Source: an optimization exercise on an open RTL-to-GDS flow (aim: small area, a short achievable clock period and few clock cycles per item). Production flows keep margins and buffers that such runs may drop. RTL that was checked went through simulation tests only; none was proved equivalent to the original.

// alu_arbiter
module alu_arbiter
#(
  parameter int unsigned RR_INIT = 0
) (
  input  logic              clk,
  input  logic              resetn,
  input  logic              req0_valid,
  output logic              req0_ready,
  input  logic [DATA_W-1:0] req0_op1,
  input  logic [DATA_W-1:0] req0_op2,
  input  logic [OP_W-1:0]   req0_alu_op,
  input  logic              req1_valid,
  output logic              req1_ready,
  input  logic [DATA_W-1:0] req1_op1,
  input  logic [DATA_W-1:0] req1_op2,
  input  logic [OP_W-1:0]   req1_alu_op,
  output logic              rsp0_valid,
  input  logic              rsp0_ready,
  output logic              rsp1_valid,
  input  logic              rsp1_ready,
  output logic [DATA_W-1:0] rsp_result,
  output logic              rsp_zero,
  output logic              rsp_ovf,
  output logic              rsp_err,
  output logic              busy
);
export LEC_CHECK = 0
export ABC_AREA = 1
export CAP_MARGIN = 20
export CORE_MARGIN = 2
export CORE_UTILIZATION = 45
export SETUP_SLACK_MARGIN = 5
export SLEW_MARGIN = 20
export TNS_END_PERCENT = 0
create_clock -name core_clock -period 11.5 [get_ports {clk}]
standard.sh (not shown) runs the stock make flow with config.mk's settings and CLKGATE_MAP_FILE= SYNTH_SCRIPT=/design/flow/synth_recipe.tcl, a recipe that flattens the netlist after the stock synthesis.
==> flow/flow/run.sh <==
#!/bin/bash
set -euo pipefail
cd "$(dirname "$0")/.."
MARGIN=$(cat flow/margin.txt)
sed -E "s/ 'SETUP_SLACK_MARGIN=[^']*'//; s/ SETUP_SLACK_MARGIN=[^ ]+//; s/(make -C [^ ]+ )/\1SETUP_SLACK_MARGIN=${MARGIN} /" standard.sh > standard_margin.sh
grep -q "SETUP_SLACK_MARGIN=${MARGIN}" standard_margin.sh
bash standard_margin.sh > flow_make.log 2>&1
==> flow/flow/margin.txt <==
6.3
The starting point finished clean.
Testbench counts at the start, summed over its fixed seeds: cycles 8,544, items 3,200.
Rerun with:
==> flow/flow/run.sh (replaced) <==
#!/bin/bash
# The standard layout (standard.sh: ORFS from synthesis to the final layout), with two
# changes to how timing repair works; the SDC, clock period and everything else are unchanged:
#  - every port still gets its own buffer, but the smallest one (buf_1); repair resizes those on
#    critical paths.
# make's full output goes to flow_make.log; ORFS keeps each step's log under orfs/logs/.
set -euo pipefail
cd "$(dirname "$0")/.."
MARGIN=$(cat flow/margin.txt)
sed -E "s/ 'SETUP_SLACK_MARGIN=[^']*'//; s/ SETUP_SLACK_MARGIN=[^ ]+//; s/(make -C [^ ]+ )/\1SETUP_SLACK_MARGIN=${MARGIN} 'BUFFER_PORTS_ARGS=-buffer_cell sky130_fd_sc_hd__buf_1' /" standard.sh > standard_margin.sh
grep -q "SETUP_SLACK_MARGIN=${MARGIN} 'BUFFER_PORTS_ARGS" standard_margin.sh
bash standard_margin.sh > flow_make.log 2>&1
==> flow/flow/margin.txt (replaced) <==
6.7
Outcome:
- via count is higher by 0.58%
- setup slack gets better by 0.024 ns
- clock-buffer cell count decreases by 1
- critical path depth rises by 10
- synthesized cell count does not change
- cell area went down by 6.2%
- synthesized area is unchanged
- wire length goes down by 2.6%
- register-to-register slack degrades by 0.09 ns
Rerun with:
==> flow/flow/margin.txt (replaced) <==
6.3
- CORE_UTILIZATION: 45 -> 60
What happened:
- The changed run went through all stages and came out clean
- maximum frequency goes down slightly
- die area drops by a quarter to a third
- final cell count decreases by a few percent

* * *

## JK
Another version of the RTL of alu_arbiter (not shown whole).
Size in the first run: roughly 2,200 cells after synthesis, roughly 180 I/O pins.
==> flow/config.mk <==
export PLATFORM = sky130hd
export DESIGN_NAME = alu_arbiter
export DESIGN_NICKNAME = alu_arbiter
export VERILOG_FILES = /design/flow/design.v
export SDC_FILE = /design/flow/constraint.sdc
export NUM_CORES = 4
export LEC_CHECK = 0
export ABC_AREA = 1
export CAP_MARGIN = 20
export CORE_MARGIN = 2
export CORE_UTILIZATION = 45
export SETUP_SLACK_MARGIN = 5
export SLEW_MARGIN = 20
export TNS_END_PERCENT = 0
==> flow/constraint.sdc <==
create_clock -name core_clock -period 11.5 [get_ports {clk}]
set_input_delay 2.3000 -clock core_clock [delete_from_list [all_inputs] [get_ports {clk}]]
set_output_delay 2.3000 -clock core_clock [all_outputs]
set_load 0.01 [all_outputs]
==> flow/flow/run.sh <==
#!/bin/bash
# The standard layout (standard.sh: ORFS from synthesis to the final layout), with two
# changes to how timing repair works; the SDC, clock period and everything else are unchanged:
#  - every port still gets its own buffer, but the smallest one (buf_1); repair resizes those on
#    critical paths.
# make's full output goes to flow_make.log; ORFS keeps each step's log under orfs/logs/.
set -euo pipefail
cd "$(dirname "$0")/.."
MARGIN=$(cat flow/margin.txt)
sed -E "s/ 'SETUP_SLACK_MARGIN=[^']*'//; s/ SETUP_SLACK_MARGIN=[^ ]+//; s/(make -C [^ ]+ )/\1SETUP_SLACK_MARGIN=${MARGIN} 'BUFFER_PORTS_ARGS=-buffer_cell sky130_fd_sc_hd__buf_1' /" standard.sh > standard_margin.sh
grep -q "SETUP_SLACK_MARGIN=${MARGIN} 'BUFFER_PORTS_ARGS" standard_margin.sh
bash standard_margin.sh > flow_make.log 2>&1
==> flow/flow/margin.txt <==
6.15
Testbench counts of JK, summed over its fixed seeds: cycles 8,544, items 3,200.
Edits applied to the flow inputs when going from JK to MS:
Settings: swapping 45 for 50 in CORE_UTILIZATION.
==> flow/flow/margin.txt <==
6.0
MS vs. JK: filler cell count in the final layout shrank by 435; global-route wire length before repair saw a decrease.
Cell with the biggest individual delay on the critical path: a21oi_1 -> JK, buf_4 -> MS
Changes observed in MS relative to JK: multi-input combinational area share went up 0.32 points; final net count held; final area went down 0.96%.

* * *

Setup of P:
Another version of the RTL of alu_arbiter (not shown whole).
For scale: ~2400 cells after synthesis, about 110 flip-flops, roughly 180 I/O pins, ~16000 um^2 of cells after synthesis.
Design alu_arbiter, start of the top module:
module alu_arbiter
#(
  parameter int unsigned RR_INIT = 0
) (
  input  logic              clk,
  input  logic              resetn,
  input  logic              req0_valid,
  output logic              req0_ready,
  input  logic [DATA_W-1:0] req0_op1,
  input  logic [DATA_W-1:0] req0_op2,
  input  logic [OP_W-1:0]   req0_alu_op,
  input  logic              req1_valid,
  output logic              req1_ready,
  input  logic [DATA_W-1:0] req1_op1,
  input  logic [DATA_W-1:0] req1_op2,
  input  logic [OP_W-1:0]   req1_alu_op,
  output logic              rsp0_valid,
  input  logic              rsp0_ready,
  output logic              rsp1_valid,
  input  logic              rsp1_ready,
  output logic [DATA_W-1:0] rsp_result,
  output logic              rsp_zero,
  output logic              rsp_ovf,
  output logic              rsp_err,
  output logic              busy
);
  localparam int unsigned CNT_W = MUL_CNT_W;
  logic              busy_q;
  logic              mul_q;     
  logic [CNT_W-1:0]  cnt_q;
  logic              gid;
  logic              last;
  logic [DATA_W-1:0] res_q;     
  logic              zero_q;
  logic              ovf_q;
  logic              err_q;
  logic              s_mul_q;   
  logic [DATA_W-1:0] a_q;       
  logic [DATA_W-1:0] hi_q;      
  logic              prev_q;    
  logic              grant_c;
  logic              hs_c;
  logic              take_c;
  logic [DATA_W-1:0] a_in, b_in;
  logic [OP_W-1:0]   op_in;
  logic [DATA_W-1:0] alu_result_c;
  logic              alu_zero_c, alu_ovf_c, alu_err_c;
  logic [DATA_W+MUL_K-1:0] acc_c;
  always_comb begin
    grant_c    = (req0_valid && req1_valid) ? ~last : req1_valid;
  ...
==> flow/config.mk <==
export PLATFORM = sky130hd
export DESIGN_NAME = alu_arbiter
export DESIGN_NICKNAME = alu_arbiter
export VERILOG_FILES = /design/flow/design.v
export SDC_FILE = /design/flow/constraint.sdc
export NUM_CORES = 4
export LEC_CHECK = 0
export ABC_AREA = 1
export CAP_MARGIN = 20
export CORE_MARGIN = 2
export CORE_UTILIZATION = 45
export SETUP_SLACK_MARGIN = 5
export SLEW_MARGIN = 20
==> flow/constraint.sdc <==
create_clock -name core_clock -period 11.5 [get_ports {clk}]
set_input_delay 2.3000 -clock core_clock [delete_from_list [all_inputs] [get_ports {clk}]]
set_output_delay 2.3000 -clock core_clock [all_outputs]
set_load 0.01 [all_outputs]
==> flow/flow/run.sh <==
#!/bin/bash
set -euo pipefail
cd "$(dirname "$0")/.."
MARGIN=$(cat flow/margin.txt)
sed -E "s/ 'SETUP_SLACK_MARGIN=[^']*'//; s/ SETUP_SLACK_MARGIN=[^ ]+//; s/(make -C [^ ]+ )/\1SETUP_SLACK_MARGIN=${MARGIN} /" standard.sh > standard_margin.sh
grep -q "SETUP_SLACK_MARGIN=${MARGIN}" standard_margin.sh
bash standard_margin.sh > flow_make.log 2>&1
==> flow/flow/margin.txt <==
6.3
Testbench counts of P, summed over its fixed seeds: cycles 8,544, items 3,200.
Modified inputs, Q compared to P
==> flow/run.sh (new file) <==
#!/bin/bash
# synth_recipe.tcl (not shown) runs the flow's synth.tcl, then flattens the netlist and writes it again
# the make line also repeats each setting of config.mk as NAME=value (left out here)
make -C /OpenROAD-flow-scripts/flow DESIGN_CONFIG=/design/flow/config.mk WORK_HOME=/design/flow/orfs CLKGATE_MAP_FILE= SYNTH_SCRIPT=/design/flow/synth_recipe.tcl finish
removed: flow/flow/run.sh
removed: flow/flow/margin.txt
removed: flow/standard.sh
==> run summary <==
Across both runs, met2 layer wire length in the routed design was lower for Q than for P.
Q completed; timing, DRC and antenna clean
Q against P: multi-input combinational cell count down about 0.54%, worst path setup slack after routing down 0.74 ns, register-to-register slack down 0.86 ns, first-iteration DRC count down 353.
Between Q and P, the final area is lower for Q.
Changes observed in Q relative to P: maximum operating frequency lower; layout-stage area growth over the synthesis result lower; final wirelength lower.

* * *

Setup of the previous run:
Another version of the RTL of alu_arbiter (not shown whole).
For scale: about 2,100 cells after synthesis, roughly 110 flip-flops, ~180 I/O pins.
Design alu_arbiter, start of the top module:
module alu_arbiter
#(
  parameter int unsigned RR_INIT = 0
) (
  input  logic              clk,
  input  logic              resetn,
  input  logic              req0_valid,
  output logic              req0_ready,
  input  logic [DATA_W-1:0] req0_op1,
  input  logic [DATA_W-1:0] req0_op2,
  input  logic [OP_W-1:0]   req0_alu_op,
  input  logic              req1_valid,
  output logic              req1_ready,
  input  logic [DATA_W-1:0] req1_op1,
  input  logic [DATA_W-1:0] req1_op2,
  input  logic [OP_W-1:0]   req1_alu_op,
  output logic              rsp0_valid,
  input  logic              rsp0_ready,
  output logic              rsp1_valid,
  input  logic              rsp1_ready,
  output logic [DATA_W-1:0] rsp_result,
  output logic              rsp_zero,
  output logic              rsp_ovf,
  output logic              rsp_err,
  output logic              busy
);
export LEC_CHECK = 0
export ABC_AREA = 1
export CAP_MARGIN = 20
export CORE_MARGIN = 2
export CORE_UTILIZATION = 45
export SETUP_SLACK_MARGIN = 5
export SLEW_MARGIN = 20
export TNS_END_PERCENT = 0
create_clock -name core_clock -period 11.5 [get_ports {clk}]
==> flow/flow/run.sh <==
#!/bin/bash
# The standard layout (standard.sh: ORFS from synthesis to the final layout), with two
# changes to how timing repair works; the SDC, clock period and everything else are unchanged:
#  - every port still gets its own buffer, but the smallest one (buf_1); repair resizes those on
#    critical paths.
# make's full output goes to flow_make.log; ORFS keeps each step's log under orfs/logs/.
set -euo pipefail
cd "$(dirname "$0")/.."
MARGIN=$(cat flow/margin.txt)
sed -E "s/ 'SETUP_SLACK_MARGIN=[^']*'//; s/ SETUP_SLACK_MARGIN=[^ ]+//; s/(make -C [^ ]+ )/\1SETUP_SLACK_MARGIN=${MARGIN} 'BUFFER_PORTS_ARGS=-buffer_cell sky130_fd_sc_hd__buf_1' /" standard.sh > standard_margin.sh
grep -q "SETUP_SLACK_MARGIN=${MARGIN} 'BUFFER_PORTS_ARGS" standard_margin.sh
bash standard_margin.sh > flow_make.log 2>&1
==> flow/flow/margin.txt <==
6.3
The following lists how the current run was set up differently from the previous run:
# the previous run
export LEC_CHECK = 0
export ABC_AREA = 1
export CAP_MARGIN = 20
export CORE_MARGIN = 2
export CORE_UTILIZATION = 45
export SETUP_SLACK_MARGIN = 5
export SLEW_MARGIN = 20
export TNS_END_PERCENT = 0
create_clock -name core_clock -period 11.5 [get_ports {clk}]
# the current run
export LEC_CHECK = 0
export ABC_AREA = 1
export CAP_MARGIN = 20
export CORE_MARGIN = 2
export CORE_UTILIZATION = 45
export SETUP_SLACK_MARGIN = 5
export SLEW_MARGIN = 20
export TNS_END_PERCENT = 10
create_clock -name core_clock -period 11.5 [get_ports {clk}]
==> run summary <==
On measured slew at the worst slew-check pin: between the current run and the previous run, it ends up lower for the current run.
Final worst-path cycle share, the current run and the previous run: smaller value in the current run
Of the two candidates, the previous run has the worse fmax and the current run the better one.
Taking the previous run as the reference, in the current run share of the final layout cell area in sequential cells went down; relative area change from synthesis to final layout went up; total routed wirelength went down.
Last weighted congestion value of the routability-driven placer in the current run is about 3.3% above the previous run.
| overall via count from detail_route | the previous run vs the current run | ≈ equal |
No functional check of the RTL was part of any run of this note.

* * *

Setup of garnet:
alu_arbiter with an RTL version that a note above also has.
Size in the first run: roughly 110 flip-flops, roughly 180 I/O pins, about 0.015 mm2 of cells after synthesis.
Settings: LEC_CHECK=0, ABC_AREA=1, CAP_MARGIN=0, CORE_MARGIN=2, CORE_UTILIZATION=45, SETUP_SLACK_MARGIN=5, SLEW_MARGIN=0, TNS_END_PERCENT=0; clock period 11.5 ns.
Scripts as last shown in full above: flow/flow/run.sh, flow/flow/margin.txt
garnet finished every step from synthesis to the final layout, and the layout passed the timing, DRC and antenna checks.
Testbench counts of garnet, summed over its fixed seeds: cycles 8,544, items 3,200.
### garnet -> juniper
Settings: CAP_MARGIN changed from 0 to 20; SLEW_MARGIN changed from 0 to 20; TNS_END_PERCENT changed from 0 to 5.
==> flow/flow/margin.txt <==
6.0
Findings:
- juniper: fraction of layout cells with a size suffix above 1 is 1.5 points lower than what garnet reported.
- Critical path depth came out higher on juniper than on garnet.
- Changes observed in juniper relative to garnet: required time at the endpoint of the critical path went up; number of buffers added by the clock tree synthesis step level; shortest period the worst path allows increased 0.12 ns.
- juniper went all the way through the flow, and no timing, DRC or antenna check failed.
--- input diff juniper..raven ---
Settings: clearing TNS_END_PERCENT, which used to be 5.
==> flow/run.sh (new file) <==
#!/bin/bash
# synth_recipe.tcl (not shown) runs the flow's synth.tcl, then flattens the netlist and writes it again
# the make line also repeats each setting of config.mk as NAME=value (left out here)
make -C /OpenROAD-flow-scripts/flow DESIGN_CONFIG=/design/flow/config.mk WORK_HOME=/design/flow/orfs CLKGATE_MAP_FILE= SYNTH_SCRIPT=/design/flow/synth_recipe.tcl finish
removed: flow/flow/run.sh
removed: flow/flow/margin.txt
removed: flow/standard.sh
Findings:
Number of buffer and inverter stages on the critical path up 2 in raven wrt juniper
Comparing raven against juniper, there is no change at all in remaining global-route overflow.
Number of cell rows: raven vs juniper identical
Status: average wire length per cell after detail routing parity (raven, juniper)
juniper -> raven: critical path depth in cells increased by more than a quarter
juniper ended up with req0_valid as its critical path launch point; raven ended up with req1_valid.
Reported for raven and juniper, synthesized cell count turned out identical to the last digit.
raven vs juniper: final wirelength down slightly
--- input diff raven..zinc ---
Settings: TNS_END_PERCENT newly set to 0.
==> flow/flow/run.sh (new file) <==
#!/bin/bash
# The standard layout (standard.sh: ORFS from synthesis to the final layout), with two
# changes to how timing repair works; the SDC, clock period and everything else are unchanged:
#  - every port still gets its own buffer, but the smallest one (buf_1); repair resizes those on
#    critical paths.
# make's full output goes to flow_make.log; ORFS keeps each step's log under orfs/logs/.
set -euo pipefail
cd "$(dirname "$0")/.."
MARGIN=$(cat flow/margin.txt)
sed -E "s/ 'SETUP_SLACK_MARGIN=[^']*'//; s/ SETUP_SLACK_MARGIN=[^ ]+//; s/(make -C [^ ]+ )/\1SETUP_SLACK_MARGIN=${MARGIN} 'BUFFER_PORTS_ARGS=-buffer_cell sky130_fd_sc_hd__buf_1' /" standard.sh > standard_margin.sh
grep -q "SETUP_SLACK_MARGIN=${MARGIN} 'BUFFER_PORTS_ARGS" standard_margin.sh
bash standard_margin.sh > flow_make.log 2>&1
==> flow/flow/margin.txt (new file) <==
6.0
==> flow/standard.sh (new file) <==
#!/bin/bash
# synth_recipe.tcl (not shown) runs the flow's synth.tcl, then flattens the netlist and writes it again
# the make line also repeats each setting of config.mk as NAME=value (left out here)
make -C /OpenROAD-flow-scripts/flow DESIGN_CONFIG=/design/flow/config.mk WORK_HOME=/design/flow/orfs CLKGATE_MAP_FILE= SYNTH_SCRIPT=/design/flow/synth_recipe.tcl "${@:-finish}"
removed: flow/run.sh
[summary]
- Sort zinc and raven by average vias per placed instance, ascending, and raven comes first.
- Re core occupancy in the finished layout: zinc and raven aren't equal, and the lower value belongs to zinc.
- Routed wire length (higher): zinc
- Post-route cell area for zinc is lower than for raven.
- Re global-route usage: zinc is 1.1 points down on raven.
- The setup slack of zinc is larger than that of raven.
Here is what was changed in the inputs of amber compared with zinc.
==> flow/flow/margin.txt <==
5.7
==> comparison <==
- Via-per-instance ratio: amber vs zinc, no meaningful difference
- amber ends up with lower number of gates resized after CTS than zinc does.
- Delta (amber minus zinc): number of buffers and inverters on the critical path increased by 1 relative to the old numbers, number of cells traversed by the worst register-to-register path decreased by 1 relative to the old numbers, largest driver fanout on the critical path decreased by 8 relative to the old numbers.

re-timing with driven ports:
How much do the figures lean on ideal ports? The routed layouts below were timed once more, with nothing changed but the port constraints.
Step 1 assumes that a clkbuf_16 drives the clock port and a buf_2 every other input.
Step 2 adds t to the input delays and takes it off the output delays; t is the mean of the earliest and latest rising clock arrival at the registers after step 1. Input paths then give back, and output paths get back, about the clock's delay inside the block.
Three values: no drivers, after step 1, after step 2; two values: the first two.
run | t, ns | setup WS [ns] | hold slack, ns | worst register clock-pin slew, ns | pins driven straight from the clock port
the first run of note 1 | 0.428 | 6.093 / 6.049 / 5.671 | 0.514 / 0.514 / 0.514 | 0.08 / 0.08 | 1
the second run of note 1 | 0.415 | 6.117 / 6.071 / 5.716 | 0.505 / 0.505 / 0.505 | 0.08 / 0.08 | 1
the third run of note 1 | 0.423 | 6.056 / 6.018 / 5.660 | 0.511 / 0.511 / 0.511 | 0.09 / 0.09 | 1
JK | 0.403 | 6.058 / 6.012 / 5.623 | 0.496 / 0.496 / 0.496 | 0.09 / 0.09 | 1
MS | 0.417 | 5.996 / 5.958 / 5.651 | 0.496 / 0.496 / 0.496 | 0.08 / 0.08 | 1
P | 0.430 | 6.017 / 6.017 / 5.586 | 0.506 / 0.506 / 0.506 | 0.09 / 0.09 | 1
Q | 0.424 | 5.276 / 5.266 / 4.883 | 0.497 / 0.497 / 0.497 | 0.09 / 0.09 | 1
the previous run | 0.432 | 5.568 / 5.567 / 5.134 | 0.508 / 0.508 / 0.508 | 0.10 / 0.10 | 1
the current run | 0.425 | 5.617 / 5.621 / 5.196 | 0.519 / 0.519 / 0.519 | 0.09 / 0.09 | 1
garnet | 0.414 | 6.112 / 6.062 / 5.703 | 0.505 / 0.505 / 0.505 | 0.08 / 0.08 | 1
juniper | 0.413 | 5.989 / 5.990 / 5.600 | 0.499 / 0.499 / 0.499 | 0.08 / 0.08 | 1
raven | 0.417 | 5.281 / 5.308 / 4.891 | 0.494 / 0.494 / 0.494 | 0.08 / 0.08 | 1
zinc | 0.421 | 6.022 / 6.000 / 5.630 | 0.498 / 0.498 / 0.498 | 0.08 / 0.08 | 1
amber | 0.420 | 5.583 / 5.617 / 5.197 | 0.500 / 0.500 / 0.500 | 0.08 / 0.08 | 1
After both steps setup and hold are still met in every run listed. The setup slack of JK, which loses most, moves by -0.046 ns with the drivers and by -0.435 ns with both steps.
